This is an optimization exercise on Yosys and OpenROAD, whose aim is small area, a short achievable clock period and few clock cycles per item, not a production implementation. The RTL of this run was laid out without a check of its function.

==> flow/design.v <==
module aes128_iter_encrypt #(
  parameter int Nb = 128,
  parameter int UNROLL = 1
) (
  input  logic          clk,
  input  logic          reset,
  input  logic          in_valid,
  output logic          in_ready,
  input  logic [Nb-1:0] plain_text,
  input  logic [Nb-1:0] round_key,
  output logic          out_valid,
  input  logic          out_ready,
  output logic [Nb-1:0] cipher_text,
  output logic          busy
);
  localparam int NR = 10;
  function automatic logic [7:0] rcon(input logic [3:0] r);
    rcon = r == 4'd9 ? 8'h1b : r == 4'd10 ? 8'h36 : 8'h01 << (r - 4'd1);
  endfunction
  logic [127:0] s2_y, s2_k, s1_k, ct_q;
  logic [191:0] s1_m;
  logic [15:0] s1_km;
  logic [3:0] s2_rnd, s1_rnd;
  logic s2_v, s1_v, ct_v, ir_q, busy_q, s2_mix;
  logic s1_fin, leave, stall, accept;
  logic s1_v_d, s2_v_d, ct_v_d;
  logic [3:0] s1_rnd_d, s2_rnd_d;
  assign s1_fin = s1_v && s1_rnd == 4'(NR - 1);
  assign leave = s1_fin && (!ct_v || out_ready);
  assign stall = s1_fin && ct_v && !out_ready;
  assign in_ready = ir_q;
  assign accept = in_valid && in_ready;
  assign out_valid = ct_v;
  assign cipher_text = ct_q;
  assign busy = busy_q;
  logic [191:0] a_m;
  logic [15:0] a_km;
  stage_a u_a (
    .y(s2_y), .k(s2_k), .mix(s2_mix),
    .m(a_m), .km(a_km));
  logic [127:0] b_y, b_k, b_ct, n_y, n_k;
  logic ins;
  stage_b u_b (
    .m(s1_m), .k(s1_k), .km(s1_km), .rc(rcon(s1_rnd + 4'd1)),
    .y(b_y), .nk(b_k), .ct(b_ct));
  assign ins = !(s1_v && !s1_fin);
  mxiv #(256) u_ins (.a({b_y, b_k}), .b({plain_text, round_key}), .s(ins), .y({n_y, n_k}));
  always_ff @(posedge clk) begin
    if (!stall) begin
      s1_m <= a_m;
      s1_k <= s2_k;
      s1_km <= a_km;
      s2_y <= n_y;
      s2_k <= n_k;
    end
    if (leave) ct_q <= b_ct;
  end
  always_comb begin
    s1_v_d = s1_v;
    s1_rnd_d = s1_rnd;
    s2_v_d = s2_v;
    s2_rnd_d = s2_rnd;
    if (!stall) begin
      s1_v_d = s2_v;
      s1_rnd_d = s2_rnd;
      s2_v_d = (s1_v && !s1_fin) || accept;
      s2_rnd_d = s1_v && !s1_fin ? s1_rnd + 4'd1 : 4'd0;
    end
    ct_v_d = leave || (ct_v && !out_ready);
  end
  always_ff @(posedge clk or negedge reset) begin
    if (!reset) begin
      s1_v <= 1'b0;
      s2_v <= 1'b0;
      s2_mix <= 1'b0;
      ct_v <= 1'b0;
      s1_rnd <= '0;
      s2_rnd <= '0;
      ir_q <= 1'b1;
      busy_q <= 1'b0;
    end else begin
      s1_v <= s1_v_d;
      s1_rnd <= s1_rnd_d;
      s2_v <= s2_v_d;
      s2_rnd <= s2_rnd_d;
      if (!stall) s2_mix <= s1_v && !s1_fin;
      ct_v <= ct_v_d;
      ir_q <= !s1_v_d || (s1_rnd_d == 4'(NR - 1) && !ct_v_d);
      busy_q <= s1_v_d || s2_v_d;
    end
  end
endmodule
module stage_a (
  input  logic [127:0] y,
  input  logic [127:0] k,
  input  logic         mix,
  output logic [191:0] m,
  output logic [15:0]  km
);
  logic [127:0] g, s, x;
  logic [31:0] kx;
  xv #(128) u_g (.a(y), .b(k), .y(g));
  for (genvar c = 0; c < 4; c++) begin : g_mc
    logic [7:0] d [4];
    logic [7:0] e [4];
    logic [7:0] f [4];
    logic [7:0] fn [4];
    logic [7:0] t;
    for (genvar i = 0; i < 4; i++) begin : g_d
      xv #(8) u_d (.a(y[127-32*c-8*i -: 8]), .b(y[127-32*c-8*((i+1)%4) -: 8]), .y(d[i]));
    end
    xv #(8) u_t (.a(d[0]), .b(d[2]), .y(t));
    for (genvar i = 0; i < 4; i++) begin : g_o
      assign e[i][0] = d[i][7];
      assign e[i][2] = d[i][1];
      assign e[i][7:5] = d[i][6:4];
      xr u_e1 (.a(d[i][0]), .b(d[i][7]), .y(e[i][1]));
      xr u_e3 (.a(d[i][2]), .b(d[i][7]), .y(e[i][3]));
      xr u_e4 (.a(d[i][3]), .b(d[i][7]), .y(e[i][4]));
      xv #(8) u_f (.a(e[i]), .b(t), .y(f[i]));
      for (genvar j = 0; j < 8; j++) begin : g_b
        nd u_n (.a(f[i][j]), .b(mix), .y(fn[i][j]));
        xn u_s (.a(g[127-32*c-8*i-7+j]), .b(fn[i][j]), .y(s[127-32*c-8*i-7+j]));
      end
    end
  end
  for (genvar i = 0; i < 16; i++) begin : g_sb
    assign x[127-8*i -: 8] = s[127-8*((i+4*(i%4))%16) -: 8];
    aes_sbox_a u_sa (.x(x[127-8*i -: 8]), .m(m[191-12*i -: 12]));
  end
  assign kx = {k[23:0], k[31:24]};
  for (genvar i = 0; i < 4; i++) begin : g_kb
    aes_sbox_akn u_ka (.x(kx[31-8*i -: 8]), .m(km[15-4*i -: 4]));
  end
endmodule
module stage_b (
  input  logic [191:0] m,
  input  logic [127:0] k,
  input  logic [15:0]  km,
  input  logic [7:0]   rc,
  output logic [127:0] y,
  output logic [127:0] nk,
  output logic [127:0] ct
);
  logic [31:0] sk, kx, p0, p1, p2, p3;
  for (genvar i = 0; i < 16; i++) begin : g_sb
    aes_sbox_b u_sb (.m(m[191-12*i -: 12]), .y(y[127-8*i -: 8]));
  end
  assign kx = {k[23:0], k[31:24]};
  for (genvar i = 0; i < 4; i++) begin : g_kb
    aes_sbox_bkn u_kb (.x(kx[31-8*i -: 8]), .m(km[15-4*i -: 4]), .y(sk[31-8*i -: 8]));
  end
  xv #(8) u_p0 (.a(k[127:120]), .b(rc), .y(p0[31:24]));
  assign p0[23:0] = k[119:96];
  xv #(32) u_p1 (.a(p0), .b(k[95:64]), .y(p1));
  xv #(32) u_p2 (.a(p1), .b(k[63:32]), .y(p2));
  xv #(32) u_p3 (.a(p2), .b(k[31:0]), .y(p3));
  xnv #(32) u_nk0 (.a(p0), .b(sk), .y(nk[127:96]));
  xv #(32) u_nk1 (.a(p1), .b(sk), .y(nk[95:64]));
  xnv #(32) u_nk2 (.a(p2), .b(sk), .y(nk[63:32]));
  xv #(32) u_nk3 (.a(p3), .b(sk), .y(nk[31:0]));
  xv #(128) u_ct (.a(y), .b(nk), .y(ct));
endmodule
module xv #(
  parameter int W = 8
) (
  input  logic [W-1:0] a,
  input  logic [W-1:0] b,
  output logic [W-1:0] y
);
  for (genvar i = 0; i < W; i++) begin : g
    xr u (.a(a[i]), .b(b[i]), .y(y[i]));
  end
endmodule
module xnv #(
  parameter int W = 8
) (
  input  logic [W-1:0] a,
  input  logic [W-1:0] b,
  output logic [W-1:0] y
);
  for (genvar i = 0; i < W; i++) begin : g
    xn u (.a(a[i]), .b(b[i]), .y(y[i]));
  end
endmodule
module mxiv #(
  parameter int W = 8
) (
  input  logic [W-1:0] a,
  input  logic [W-1:0] b,
  input  logic         s,
  output logic [W-1:0] y
);
  for (genvar i = 0; i < W; i++) begin : g
    mxi u (.a(a[i]), .b(b[i]), .s(s), .y(y[i]));
  end
endmodule
module aes_sbox_a (
  input  logic [7:0] x,
  output logic [11:0] m
);
  logic U0, U1, U2, U3, U4, U5, U6, U7;
  logic T4, T5, T7, T10, T11, T12, T13, T14, T16, T17, T18, T19, T20, T21, T22, T23, T24, T26, T27, M1, M2, M3, M4, M5, M6, M7, M8, M9, M10, M11, M12, M13, M14, M15, M16, M17, M18;
  assign {U0, U1, U2, U3, U4, U5, U6, U7} = x;
  xr g_t1 (.a(U0), .b(U3), .y(m[7]));
  xr g_t2 (.a(U0), .b(U5), .y(m[6]));
  xr g_t3 (.a(U0), .b(U6), .y(m[5]));
  xr g_t4 (.a(U3), .b(U5), .y(T4));
  xr g_t5 (.a(U4), .b(U6), .y(T5));
  xr g_t6 (.a(m[7]), .b(T5), .y(m[4]));
  xr g_t7 (.a(U1), .b(U2), .y(T7));
  xr g_t8 (.a(U7), .b(m[4]), .y(m[3]));
  xr g_t9 (.a(U7), .b(T7), .y(m[2]));
  xr g_t10 (.a(m[4]), .b(T7), .y(T10));
  xr g_t11 (.a(U1), .b(U5), .y(T11));
  xr g_t12 (.a(U2), .b(U5), .y(T12));
  xr g_t13 (.a(m[5]), .b(T4), .y(T13));
  xr g_t14 (.a(m[4]), .b(T11), .y(T14));
  xr g_t15 (.a(T5), .b(T11), .y(m[1]));
  xr g_t16 (.a(T5), .b(T12), .y(T16));
  xr g_t17 (.a(m[2]), .b(T16), .y(T17));
  xr g_t18 (.a(U3), .b(U7), .y(T18));
  xr g_t19 (.a(T7), .b(T18), .y(T19));
  xr g_t20 (.a(m[7]), .b(T19), .y(T20));
  xr g_t21 (.a(U6), .b(U7), .y(T21));
  xr g_t22 (.a(T7), .b(T21), .y(T22));
  xr g_t23 (.a(m[6]), .b(T22), .y(T23));
  xr g_t24 (.a(m[6]), .b(T10), .y(T24));
  xr g_t25 (.a(T20), .b(T17), .y(m[0]));
  xr g_t26 (.a(m[5]), .b(T16), .y(T26));
  xr g_t27 (.a(m[7]), .b(T12), .y(T27));
  nd g_m1 (.a(T13), .b(m[4]), .y(M1));
  nd g_m2 (.a(T23), .b(m[3]), .y(M2));
  xn g_m3 (.a(T14), .b(M1), .y(M3));
  nd g_m4 (.a(T19), .b(U7), .y(M4));
  xr g_m5 (.a(M4), .b(M1), .y(M5));
  nd g_m6 (.a(m[5]), .b(T16), .y(M6));
  nd g_m7 (.a(T22), .b(m[2]), .y(M7));
  xn g_m8 (.a(T26), .b(M6), .y(M8));
  nd g_m9 (.a(T20), .b(T17), .y(M9));
  xr g_m10 (.a(M9), .b(M6), .y(M10));
  nd g_m11 (.a(m[7]), .b(m[1]), .y(M11));
  nd g_m12 (.a(T4), .b(T27), .y(M12));
  xr g_m13 (.a(M12), .b(M11), .y(M13));
  nd g_m14 (.a(m[6]), .b(T10), .y(M14));
  xr g_m15 (.a(M14), .b(M11), .y(M15));
  xn g_m16 (.a(M3), .b(M2), .y(M16));
  xr g_m17 (.a(M5), .b(T24), .y(M17));
  xn g_m18 (.a(M8), .b(M7), .y(M18));
  xr g_m19 (.a(M10), .b(M15), .y(m[11]));
  xr g_m20 (.a(M16), .b(M13), .y(m[10]));
  xr g_m21 (.a(M17), .b(M15), .y(m[9]));
  xr g_m22 (.a(M18), .b(M13), .y(m[8]));
endmodule
module aes_sbox_b (
  input  logic [11:0] m,
  output logic [7:0] y
);
  logic M19, M20, M21, M22, T1, T2, T3, T6, T8, T9, T15, T25;
  logic T10, T27, T4, U7, T13, T16, T17, T20, T22, T23, T19, M23, M24, M25, M26, M27, M28, M29, M30, M31, M32, M33, M34, M35, M36, M37, M38, M39, M40, M41, M42, M43, M44, M45, M46, M47, M48, M49, M50, M51, M52, M53, M54, M55, M56, M57, M58, M59, M60, M61, M62, M63, L0, L1, L2, L3, L4, L5, L6, L7, L8, L9, L10, L11, L12, L13, L14, L15, L16, L17, L18, L19, L20, L21, L22, L23, L24, L25, L26, L27, L28, L29;
  assign {M19, M20, M21, M22, T1, T2, T3, T6, T8, T9, T15, T25} = m;
  xr g_t10 (.a(T8), .b(T9), .y(T10));
  xr g_t27 (.a(T15), .b(T10), .y(T27));
  xr g_t4 (.a(T1), .b(T2), .y(T4));
  xr g_u7 (.a(T6), .b(T8), .y(U7));
  xr g_t13 (.a(T3), .b(T4), .y(T13));
  xr g_t16 (.a(T6), .b(T27), .y(T16));
  xr g_t17 (.a(T9), .b(T16), .y(T17));
  xr g_t20 (.a(T25), .b(T17), .y(T20));
  xr g_t22 (.a(T3), .b(T20), .y(T22));
  xr g_t23 (.a(T2), .b(T22), .y(T23));
  xr g_t19 (.a(T1), .b(T20), .y(T19));
  xr g_m23 (.a(M19), .b(T25), .y(M23));
  xn g_m24 (.a(M22), .b(M23), .y(M24));
  nd g_m25 (.a(M22), .b(M20), .y(M25));
  xr g_m26 (.a(M21), .b(M25), .y(M26));
  xn g_m27 (.a(M20), .b(M21), .y(M27));
  xr g_m28 (.a(M23), .b(M25), .y(M28));
  nr g_m29 (.a(M28), .b(M27), .y(M29));
  nr g_m30 (.a(M26), .b(M24), .y(M30));
  nd g_m31 (.a(M20), .b(M23), .y(M31));
  nr g_m32 (.a(M27), .b(M31), .y(M32));
  xr g_m33 (.a(M27), .b(M25), .y(M33));
  nd g_m34 (.a(M21), .b(M22), .y(M34));
  nr g_m35 (.a(M24), .b(M34), .y(M35));
  xr g_m36 (.a(M24), .b(M25), .y(M36));
  xr g_m37 (.a(M21), .b(M29), .y(M37));
  xr g_m38 (.a(M32), .b(M33), .y(M38));
  xr g_m39 (.a(M23), .b(M30), .y(M39));
  xr g_m40 (.a(M35), .b(M36), .y(M40));
  xr g_m41 (.a(M38), .b(M40), .y(M41));
  xr g_m42 (.a(M37), .b(M39), .y(M42));
  xr g_m43 (.a(M37), .b(M38), .y(M43));
  xr g_m44 (.a(M39), .b(M40), .y(M44));
  xr g_m45 (.a(M42), .b(M41), .y(M45));
  nd g_m46 (.a(M44), .b(T6), .y(M46));
  nd g_m47 (.a(M40), .b(T8), .y(M47));
  nd g_m48 (.a(M39), .b(U7), .y(M48));
  nd g_m49 (.a(M43), .b(T16), .y(M49));
  nd g_m50 (.a(M38), .b(T9), .y(M50));
  nd g_m51 (.a(M37), .b(T17), .y(M51));
  nd g_m52 (.a(M42), .b(T15), .y(M52));
  nd g_m53 (.a(M45), .b(T27), .y(M53));
  nd g_m54 (.a(M41), .b(T10), .y(M54));
  nd g_m55 (.a(M44), .b(T13), .y(M55));
  nd g_m56 (.a(M40), .b(T23), .y(M56));
  nd g_m57 (.a(M39), .b(T19), .y(M57));
  nd g_m58 (.a(M43), .b(T3), .y(M58));
  nd g_m59 (.a(M38), .b(T22), .y(M59));
  nd g_m60 (.a(M37), .b(T20), .y(M60));
  nd g_m61 (.a(M42), .b(T1), .y(M61));
  nd g_m62 (.a(M45), .b(T4), .y(M62));
  nd g_m63 (.a(M41), .b(T2), .y(M63));
  xr g_l0 (.a(M61), .b(M62), .y(L0));
  xr g_l1 (.a(M50), .b(M56), .y(L1));
  xr g_l2 (.a(M46), .b(M48), .y(L2));
  xr g_l3 (.a(M47), .b(M55), .y(L3));
  xr g_l4 (.a(M54), .b(M58), .y(L4));
  xr g_l5 (.a(M49), .b(M61), .y(L5));
  xn g_l6 (.a(M62), .b(L5), .y(L6));
  xn g_l7 (.a(M46), .b(L3), .y(L7));
  xr g_l8 (.a(M51), .b(M59), .y(L8));
  xr g_l9 (.a(M52), .b(M53), .y(L9));
  xn g_l10 (.a(M53), .b(L4), .y(L10));
  xn g_l11 (.a(M60), .b(L2), .y(L11));
  xr g_l12 (.a(M48), .b(M51), .y(L12));
  xn g_l13 (.a(M50), .b(L0), .y(L13));
  xr g_l14 (.a(M52), .b(M61), .y(L14));
  xn g_l15 (.a(M55), .b(L1), .y(L15));
  xn g_l16 (.a(M56), .b(L0), .y(L16));
  xn g_l17 (.a(M57), .b(L1), .y(L17));
  xn g_l18 (.a(M58), .b(L8), .y(L18));
  xn g_l19 (.a(M63), .b(L4), .y(L19));
  xr g_l20 (.a(L0), .b(L1), .y(L20));
  xr g_l21 (.a(L1), .b(L7), .y(L21));
  xr g_l22 (.a(L3), .b(L12), .y(L22));
  xr g_l23 (.a(L18), .b(L2), .y(L23));
  xr g_l24 (.a(L15), .b(L9), .y(L24));
  xr g_l25 (.a(L6), .b(L10), .y(L25));
  xr g_l26 (.a(L7), .b(L9), .y(L26));
  xr g_l27 (.a(L8), .b(L10), .y(L27));
  xr g_l28 (.a(L11), .b(L14), .y(L28));
  xr g_l29 (.a(L11), .b(L17), .y(L29));
  xr g_s0 (.a(L6), .b(L24), .y(y[7]));
  xn g_s1 (.a(L16), .b(L26), .y(y[6]));
  xn g_s2 (.a(L19), .b(L28), .y(y[5]));
  xr g_s3 (.a(L6), .b(L21), .y(y[4]));
  xr g_s4 (.a(L20), .b(L22), .y(y[3]));
  xr g_s5 (.a(L25), .b(L29), .y(y[2]));
  xn g_s6 (.a(L13), .b(L27), .y(y[1]));
  xn g_s7 (.a(L6), .b(L23), .y(y[0]));
endmodule
module aes_sbox_akn (
  input  logic [7:0] x,
  output logic [3:0] m
);
  logic U0, U1, U2, U3, U4, U5, U6, U7;
  logic T1, T2, T3, T4, T5, T6, T7, T8, T9, T10, T11, T12, T13, T14, T15, T16, T17, T18, T19, T20, T21, T22, T23, T24, T25, T26, T27, M1, M2, M3, M4, M5, M6, M7, M8, M9, M10, M11, M12, M13, M14, M15, M16, M17, M18, M19;
  assign {U0, U1, U2, U3, U4, U5, U6, U7} = x;
  xr g_t1 (.a(U0), .b(U3), .y(T1));
  xr g_t2 (.a(U0), .b(U5), .y(T2));
  xr g_t3 (.a(U0), .b(U6), .y(T3));
  xr g_t4 (.a(U3), .b(U5), .y(T4));
  xr g_t5 (.a(U4), .b(U6), .y(T5));
  xr g_t6 (.a(T1), .b(T5), .y(T6));
  xr g_t7 (.a(U1), .b(U2), .y(T7));
  xn g_t8 (.a(U7), .b(T6), .y(T8));
  xn g_t9 (.a(U7), .b(T7), .y(T9));
  xr g_t10 (.a(T6), .b(T7), .y(T10));
  xr g_t11 (.a(U1), .b(U5), .y(T11));
  xr g_t12 (.a(U2), .b(U5), .y(T12));
  xr g_t13 (.a(T3), .b(T4), .y(T13));
  xr g_t14 (.a(T6), .b(T11), .y(T14));
  xr g_t15 (.a(T5), .b(T11), .y(T15));
  xr g_t16 (.a(T5), .b(T12), .y(T16));
  xr g_t17 (.a(T9), .b(T16), .y(T17));
  xr g_t18 (.a(U3), .b(U7), .y(T18));
  xn g_t19 (.a(T7), .b(T18), .y(T19));
  xn g_t20 (.a(T1), .b(T19), .y(T20));
  xr g_t21 (.a(U6), .b(U7), .y(T21));
  xr g_t22 (.a(T7), .b(T21), .y(T22));
  xr g_t23 (.a(T2), .b(T22), .y(T23));
  xr g_t24 (.a(T2), .b(T10), .y(T24));
  xr g_t25 (.a(T20), .b(T17), .y(T25));
  xr g_t26 (.a(T3), .b(T16), .y(T26));
  xr g_t27 (.a(T1), .b(T12), .y(T27));
  nd g_m1 (.a(T13), .b(T6), .y(M1));
  nd g_m2 (.a(T23), .b(T8), .y(M2));
  xn g_m3 (.a(T14), .b(M1), .y(M3));
  nr g_m4 (.a(T19), .b(U7), .y(M4));
  xn g_m5 (.a(M4), .b(M1), .y(M5));
  nd g_m6 (.a(T3), .b(T16), .y(M6));
  nd g_m7 (.a(T22), .b(T9), .y(M7));
  xn g_m8 (.a(T26), .b(M6), .y(M8));
  nd g_m9 (.a(T20), .b(T17), .y(M9));
  xr g_m10 (.a(M9), .b(M6), .y(M10));
  nd g_m11 (.a(T1), .b(T15), .y(M11));
  nd g_m12 (.a(T4), .b(T27), .y(M12));
  xr g_m13 (.a(M12), .b(M11), .y(M13));
  nd g_m14 (.a(T2), .b(T10), .y(M14));
  xr g_m15 (.a(M14), .b(M11), .y(M15));
  xn g_m16 (.a(M3), .b(M2), .y(M16));
  xr g_m17 (.a(M5), .b(T24), .y(M17));
  xn g_m18 (.a(M8), .b(M7), .y(M18));
  xr g_m19 (.a(M10), .b(M15), .y(M19));
  xr g_m20 (.a(M16), .b(M13), .y(m[3]));
  xr g_m21 (.a(M17), .b(M15), .y(m[2]));
  xr g_m22 (.a(M18), .b(M13), .y(m[1]));
  xr g_m23 (.a(M19), .b(T25), .y(m[0]));
endmodule
module aes_sbox_bkn (
  input  logic [7:0] x,
  input  logic [3:0] m,
  output logic [7:0] y
);
  logic U0, U1, U2, U3, U4, U5, U6, U7;
  logic M20, M21, M22, M23;
  logic T1, T2, T3, T4, T5, T6, T7, T8, T9, T10, T11, T12, T13, T15, T16, T17, T18, T19, T20, T21, T22, T23, T27, M24, M25, M26, M27, M28, M29, M30, M31, M32, M33, M34, M35, M36, M37, M38, M39, M40, M41, M42, M43, M44, M45, M46, M47, M48, M49, M50, M51, M52, M53, M54, M55, M56, M57, M58, M59, M60, M61, M62, M63, L0, L1, L2, L3, L4, L5, L6, L7, L8, L9, L10, L11, L12, L13, L14, L15, L16, L17, L18, L19, L20, L21, L22, L23, L24, L25, L26, L27, L28, L29;
  assign {U0, U1, U2, U3, U4, U5, U6, U7} = x;
  assign {M20, M21, M22, M23} = m;
  xr g_t1 (.a(U0), .b(U3), .y(T1));
  xr g_t2 (.a(U0), .b(U5), .y(T2));
  xr g_t3 (.a(U0), .b(U6), .y(T3));
  xr g_t4 (.a(U3), .b(U5), .y(T4));
  xr g_t5 (.a(U4), .b(U6), .y(T5));
  xr g_t6 (.a(T1), .b(T5), .y(T6));
  xr g_t7 (.a(U1), .b(U2), .y(T7));
  xn g_t8 (.a(U7), .b(T6), .y(T8));
  xn g_t9 (.a(U7), .b(T7), .y(T9));
  xr g_t10 (.a(T6), .b(T7), .y(T10));
  xr g_t11 (.a(U1), .b(U5), .y(T11));
  xr g_t12 (.a(U2), .b(U5), .y(T12));
  xr g_t13 (.a(T3), .b(T4), .y(T13));
  xr g_t15 (.a(T5), .b(T11), .y(T15));
  xr g_t16 (.a(T5), .b(T12), .y(T16));
  xr g_t17 (.a(T9), .b(T16), .y(T17));
  xr g_t18 (.a(U3), .b(U7), .y(T18));
  xn g_t19 (.a(T7), .b(T18), .y(T19));
  xn g_t20 (.a(T1), .b(T19), .y(T20));
  xr g_t21 (.a(U6), .b(U7), .y(T21));
  xr g_t22 (.a(T7), .b(T21), .y(T22));
  xr g_t23 (.a(T2), .b(T22), .y(T23));
  xr g_t27 (.a(T1), .b(T12), .y(T27));
  xn g_m24 (.a(M22), .b(M23), .y(M24));
  nd g_m25 (.a(M22), .b(M20), .y(M25));
  xr g_m26 (.a(M21), .b(M25), .y(M26));
  xn g_m27 (.a(M20), .b(M21), .y(M27));
  xr g_m28 (.a(M23), .b(M25), .y(M28));
  nr g_m29 (.a(M28), .b(M27), .y(M29));
  nr g_m30 (.a(M26), .b(M24), .y(M30));
  nd g_m31 (.a(M20), .b(M23), .y(M31));
  nr g_m32 (.a(M27), .b(M31), .y(M32));
  xr g_m33 (.a(M27), .b(M25), .y(M33));
  nd g_m34 (.a(M21), .b(M22), .y(M34));
  nr g_m35 (.a(M24), .b(M34), .y(M35));
  xr g_m36 (.a(M24), .b(M25), .y(M36));
  xr g_m37 (.a(M21), .b(M29), .y(M37));
  xr g_m38 (.a(M32), .b(M33), .y(M38));
  xn g_m39 (.a(M23), .b(M30), .y(M39));
  xr g_m40 (.a(M35), .b(M36), .y(M40));
  xr g_m41 (.a(M38), .b(M40), .y(M41));
  xn g_m42 (.a(M37), .b(M39), .y(M42));
  xr g_m43 (.a(M37), .b(M38), .y(M43));
  xn g_m44 (.a(M39), .b(M40), .y(M44));
  xr g_m45 (.a(M42), .b(M41), .y(M45));
  nd g_m46 (.a(M44), .b(T6), .y(M46));
  nd g_m47 (.a(M40), .b(T8), .y(M47));
  nr g_m48 (.a(M39), .b(U7), .y(M48));
  nd g_m49 (.a(M43), .b(T16), .y(M49));
  nd g_m50 (.a(M38), .b(T9), .y(M50));
  nd g_m51 (.a(M37), .b(T17), .y(M51));
  nd g_m52 (.a(M42), .b(T15), .y(M52));
  nd g_m53 (.a(M45), .b(T27), .y(M53));
  nd g_m54 (.a(M41), .b(T10), .y(M54));
  nd g_m55 (.a(M44), .b(T13), .y(M55));
  nd g_m56 (.a(M40), .b(T23), .y(M56));
  nr g_m57 (.a(M39), .b(T19), .y(M57));
  nd g_m58 (.a(M43), .b(T3), .y(M58));
  nd g_m59 (.a(M38), .b(T22), .y(M59));
  nd g_m60 (.a(M37), .b(T20), .y(M60));
  nd g_m61 (.a(M42), .b(T1), .y(M61));
  nd g_m62 (.a(M45), .b(T4), .y(M62));
  nd g_m63 (.a(M41), .b(T2), .y(M63));
  xr g_l0 (.a(M61), .b(M62), .y(L0));
  xr g_l1 (.a(M50), .b(M56), .y(L1));
  xn g_l2 (.a(M46), .b(M48), .y(L2));
  xr g_l3 (.a(M47), .b(M55), .y(L3));
  xr g_l4 (.a(M54), .b(M58), .y(L4));
  xr g_l5 (.a(M49), .b(M61), .y(L5));
  xn g_l6 (.a(M62), .b(L5), .y(L6));
  xn g_l7 (.a(M46), .b(L3), .y(L7));
  xr g_l8 (.a(M51), .b(M59), .y(L8));
  xr g_l9 (.a(M52), .b(M53), .y(L9));
  xn g_l10 (.a(M53), .b(L4), .y(L10));
  xn g_l11 (.a(M60), .b(L2), .y(L11));
  xn g_l12 (.a(M48), .b(M51), .y(L12));
  xn g_l13 (.a(M50), .b(L0), .y(L13));
  xr g_l14 (.a(M52), .b(M61), .y(L14));
  xn g_l15 (.a(M55), .b(L1), .y(L15));
  xn g_l16 (.a(M56), .b(L0), .y(L16));
  xr g_l17 (.a(M57), .b(L1), .y(L17));
  xn g_l18 (.a(M58), .b(L8), .y(L18));
  xn g_l19 (.a(M63), .b(L4), .y(L19));
  xr g_l20 (.a(L0), .b(L1), .y(L20));
  xr g_l21 (.a(L1), .b(L7), .y(L21));
  xr g_l22 (.a(L3), .b(L12), .y(L22));
  xr g_l23 (.a(L18), .b(L2), .y(L23));
  xr g_l24 (.a(L15), .b(L9), .y(L24));
  xr g_l25 (.a(L6), .b(L10), .y(L25));
  xr g_l26 (.a(L7), .b(L9), .y(L26));
  xr g_l27 (.a(L8), .b(L10), .y(L27));
  xr g_l28 (.a(L11), .b(L14), .y(L28));
  xr g_l29 (.a(L11), .b(L17), .y(L29));
  xr g_s0 (.a(L6), .b(L24), .y(y[7]));
  xn g_s1 (.a(L16), .b(L26), .y(y[6]));
  xn g_s2 (.a(L19), .b(L28), .y(y[5]));
  xr g_s3 (.a(L6), .b(L21), .y(y[4]));
  xr g_s4 (.a(L20), .b(L22), .y(y[3]));
  xr g_s5 (.a(L25), .b(L29), .y(y[2]));
  xn g_s6 (.a(L13), .b(L27), .y(y[1]));
  xn g_s7 (.a(L6), .b(L23), .y(y[0]));
endmodule
module xr (input logic a, input logic b, output logic y);
  assign y = a ^ b;
endmodule
module xn (input logic a, input logic b, output logic y);
  assign y = ~(a ^ b);
endmodule
module nd (input logic a, input logic b, output logic y);
  assign y = ~(a & b);
endmodule
module nr (input logic a, input logic b, output logic y);
  assign y = ~(a | b);
endmodule
module mxi (input logic a, input logic b, input logic s, output logic y);
  assign y = ~(s ? b : a);
endmodule
==> flow/flow/run.sh <==
#!/bin/bash
# The standard layout (standard.sh, which passes its arguments to ORFS's make), with
# these ORFS settings added or overridden on make's command line:
#   BUFFER_PORTS_ARGS=-buffer_cell sky130_fd_sc_hd__buf_1
#   SETUP_SLACK_MARGIN=5.1
# make's output goes to make.log; each ORFS step writes its own log under orfs/logs.
set -euo pipefail
bash standard.sh BUFFER_PORTS_ARGS=-buffer_cell\ sky130_fd_sc_hd__buf_1 SETUP_SLACK_MARGIN=5.1 finish > make.log 2>&1
==> flow/standard.sh <==
#!/bin/bash
# synth_recipe.tcl (not shown) runs the flow's synth.tcl, then flattens the netlist and writes it again
# the make line also repeats each setting of config.mk as NAME=value (left out here)
make -C /OpenROAD-flow-scripts/flow DESIGN_CONFIG=/design/flow/config.mk WORK_HOME=/design/flow/orfs CLKGATE_MAP_FILE= SYNTH_SCRIPT=/design/flow/synth_recipe.tcl "${@:-finish}"
==> flow/config.mk <==
export PLATFORM = sky130hd
export DESIGN_NAME = aes128_iter_encrypt
export DESIGN_NICKNAME = aes128_iter_encrypt
export VERILOG_FILES = /design/flow/design.v
export SDC_FILE = /design/flow/constraint.sdc
export NUM_CORES = 4
export LEC_CHECK = 0
export CAP_MARGIN = 20
export CORE_MARGIN = 2
export CORE_UTILIZATION = 40
export CTS_BUF_LIST = sky130_fd_sc_hd__clkbuf_8
export PLACE_DENSITY = 0.5
export SETUP_SLACK_MARGIN = 5
export SLEW_MARGIN = 20
export SYNTH_HIERARCHICAL = 1
export SYNTH_MINIMUM_KEEP_SIZE = 0
==> flow/constraint.sdc <==
create_clock -name core_clock -period 9.0 [get_ports {clk}]
set_input_delay 1.8000 -clock core_clock [delete_from_list [all_inputs] [get_ports {clk}]]
set_output_delay 1.8000 -clock core_clock [all_outputs]
set_load 0.01 [all_outputs]
==> results.py <==
metrics = {
    "synth": {
        "postSynthCellCount": 4975,
        "synth_enable_flop_cells": 720,
        "synthTopCellsByArea": "edfxtp_1 39%, xor2_1 39%, xnor2_1 10%",
        "yosys-top-cells-count": "2457 x xor2_1, 730 x nand2_1, 720 x edfxtp_1",
        "synth.yosys.seq_area_share_pct": 39.8,
        "synth_ff_type": "edfxtp_1",
        "synth_top_area_cell": "edfxtp_1",
        "yosysWarnings": 28,
        "syn_area_per_cell_um2": 11.1,
        "yosysUniqueCellTypes": 40,
        "yosysMostFrequentCell": "xor2_1",
        "ys_ff_latch": 734,
        "synth_area_um2": 55300,
        "syn_nets": 5242,
        "netlist.area_leader.share_pct": 39.1,
        "async_flop_share_pct": 1.91,
    },
    "routing": {
        "vias_per_cell": 4.79,
        "vias": 36298,
        "routedWlPerCell_um": 23.5,
        "postRouteAntennaNets": 0,
        "firstDrtPassIters": 5,
        "drc": 0,
        "drt_iter0_markers": 2502,
        "drt-total-wl_mm": 178,
    },
    "floorplanning": {
        "fp.dieH_um": 376,
        "initial_core_util_pct": 40.2,
        "row_count": 136,
        "fp.dieW_um": 376,
        "ios": 391,
        "coreArea_um2": 137000,
        "dieArea_um2": 141000,
    },
    "setup_path": {
        "crit_type": "reg -> reg",
        "crit_arrival_ns": 4.45,
        "rr_startpoint": "s2_y[111]",
        "cpMaxStageDelayCell": "edfxtp_1",
        "crit_chain": "buf_4 > xor2_4 > buf_4 > xor2_1 > xor2_2 > nand2_1 > xnor2_4 > xor2_4 > xor2_1 > nand2_1 > xnor2_1 > xnor2_1 > xor2_1",
        "reg2reg_to": "s1_m[68]",
        "cp.depth": 13,
        "cpPeakStageDelay_ns": 0.54,
        "start_kind": "flip-flop",
        "crit_start": "s2_y[111]",
        "end_kind": "flip-flop",
        "required_ns": 9.58,
        "critPathMostFrequentCell": "xor2_1",
        "crit_end": "s1_m[68]",
        "path_buf_inv": 2,
        "worstPathMaxFanout": 3,
        "worstRegToRegCells": 13,
        "ff2ff_setup_slack_ns": 5.13,
        "crit_family": "XOR/XNOR gates",
    },
    "global_routing": {
        "use_met3_pct": 3.64,
        "grt_pass1_wl_mm": 248,
        "use_met2_pct": 40.2,
        "grt_overflow": 0,
        "grt_max_degree": 205,
        "use_met1_pct": 33.1,
        "grt_antenna_before_repair": 6,
        "globalRouteTotalUtil_pct": 24.5,
        "top_usage_layer": "met2",
        "grt_pass1_vias": 36399,
    },
    "timing": {
        "period_needed_ns": 3.87,
        "relSlewSlack_pct": 28.8,
        "max_freq_ghz": 0.259,
        "tns_ns": 0,
        "min_period_over_period_pct": 43.0,
        "worstMarginPinSlew_ns": 1.06,
        "finClkSkew_ns": 0.0781,
        "setup_viol": 0,
        "slew_viol_final": 0,
        "finalHoldViolations": 0,
        "rsz0062_at_grt": "true",
    },
    "cts": {
        "cts-buffers-inserted": 142,
        "cts_tree": "yes",
        "clock-sinks": 734,
        "clock_path_buffers": 3,
        "clkTransAtPathRegs_ns": 0.06,
        "clk_latency_ns": 0.91,
        "cts_hold_buffers": 0,
        "cts_root_buffer": "clkbuf_8",
        "cts_htree_levels": 4,
    },
    "layout": {
        "register_area_um2": 22000,
        "instances_no_fill": 7574,
        "multi_input_area_um2": 37700,
        "areaGrowthSynthToFinish_pct": 22.4,
        "fillers": 12660,
        "drive_gt1_share_pct": 14.4,
        "fin_nets": 5932,
    },
    "worst_hold_path": {
        "min_path_cells": 1,
        "hold_class": "reg -> reg",
        "hold_path.startpoint": "s2_rnd[2]",
    },
    "placed_design": {
        "hpwl_mm": 139,
        "finalWeightedCongestion": 0.903,
        "dp.cells": 7180,
        "port_buffers": 390,
    },
    "flow_run": {
        "maxCapViolCount": 0,
    },
    "status": {
        "status": "timing/DRC/antenna clean",
    },
}
## per-stage QoR
| step | hold WS, ns | worst slack [ns] | cell area, um2 | utilization, % |
|---|---|---|---|---|
| after floorplan | 0.412 | 4.68 | 55300 | - |
| after global placement | 0.448 | 4.45 | 59300 | 43.2 |
| after detailed placement | 0.441 | 4.43 | 59300 | 43.2 |
| after CTS | 0.449 | 5.06 | 64000 | 46.6 |
| after global routing | 0.472 | 5.04 | 67700 | 49.3 |
| final | 0.446 | 5.13 | 67700 | 49.3 |
## metal layers
layer	wire, um	up-vias
met4	6060	0
li1	-	17255
met5	0	-
met1	78800	17949
met3	8950	219
met2	84200	875
## worst reg2reg max path, delay by kind of cell, from the launching register on
family	cells	cell delay, ns
xor+xnor	9	2.24
buf+inv	2	0.39
flops	1	0.54
simple gates	2	0.38
## worst min-delay path by stage
stage	end	slack (ns)
floorplan	ir_q	0.41
global placement	ir_q	0.45
detailed placement	ir_q	0.44
CTS	ir_q	0.45
global route	ir_q	0.47
finish	ir_q	0.45
## registers in the layout, indices dropped and copies added (netlist names)
signal  flops
s1_v        1
s1_rnd      4
s1_m      192
s2_v        1
ct_q      128
s2_rnd      4
s1_k      128
ct_v        1
s2_mix      1
ir_q        1
s2_y      128
s1_km      16
busy_q      1
s2_k      128
## cell type report
class,count,area share [%]
multi-input combinational,4234,55.8
timing repair inverter,1,0.0166
tap,1794,3.32
clock inverter,108,1.14
inverter,6,0.0962
clock buffer,148,3.01
timing repair buffer,546,4.16
sequential,734,32.5
antenna,3,0.0111
## cells by family (layout without fill, tap and decap cells)
kind of cell / count (synthesis) / after routing / synth area share (%)
adders and majority gates: 7 / 7 / 0.158
and+or+nand+nor: 842 / 842 / 5.88
DFF: 734 / 734 / 39.8
muxes: 259 / 259 / 4.69
buffers and inverters: 7 / 809 / 0.0498
other: 0 / 3 / 0
xor gates and xnor gates: 3102 / 3102 / 49.2
AOI/OAI and AO/OA: 24 / 24 / 0.306
## placed cells by master (no fill, tap or decap), types with 11 or more instances in the layout
master,netlist,layout
nand2_1,730,725
buf_1,0,390
nor2_1,93,93
xor2_1,2457,2137
xor2_4,0,52
buf_4,0,141
clkbuf_8,0,148
xor2_2,0,268
xnor2_2,0,110
xnor2_1,645,504
bufinv_16,0,11
inv_1,4,47
clkinv_1,0,32
xnor2_4,0,31
buf_12,0,14
mux2i_1,257,249
edfxtp_1,720,720
## modules after synthesis (local to each module, per instance), excerpt
module / cells inside / times used / flops+latches
nr: 1 / 92 / 0
xn: 1 / 644 / 0
nd: 1 / 716 / 0
aes128_iter_encrypt: 811 / 1 / 734
mxi: 1 / 256 / 0
xr: 1 / 2456 / 0
## what timing repair did
action                                  CTS  global route
resized for setup                       230           329
pin swaps                                15           124
endpoints found under the setup margin  242           444
cloned                                    0             1
buffers inserted                         20           114

afterwards: timing with drivers on the ports:
No port has a modelled driver above. Below, the same layout with a new extraction and two added sets of constraints.
Step 1 sets driving cells, clkbuf_16 on the clock port and buf_2 on the other inputs (assumed; they add their load-dependent delay and slew).
Step 2 adds t to the input delays and takes it off the output delays; t is the mean of the earliest and latest rising clock arrival at the registers after step 1. Input paths then give back, and output paths get back, about the clock's delay inside the block.
Slacks: ideal / step 1 / step 2; pairs: ideal / step 1.
shift t [ns]: 0.945
slack for setup (ns): 5.134 / 5.134 / 4.500
worst setup path at the end: input to register
worst register clock-pin slew, ns: 0.07 / 0.07
After both steps this run still meets setup and hold. For this run, drivers alone change the setup slack by 0.000 ns; drivers and shift together by -0.634 ns.
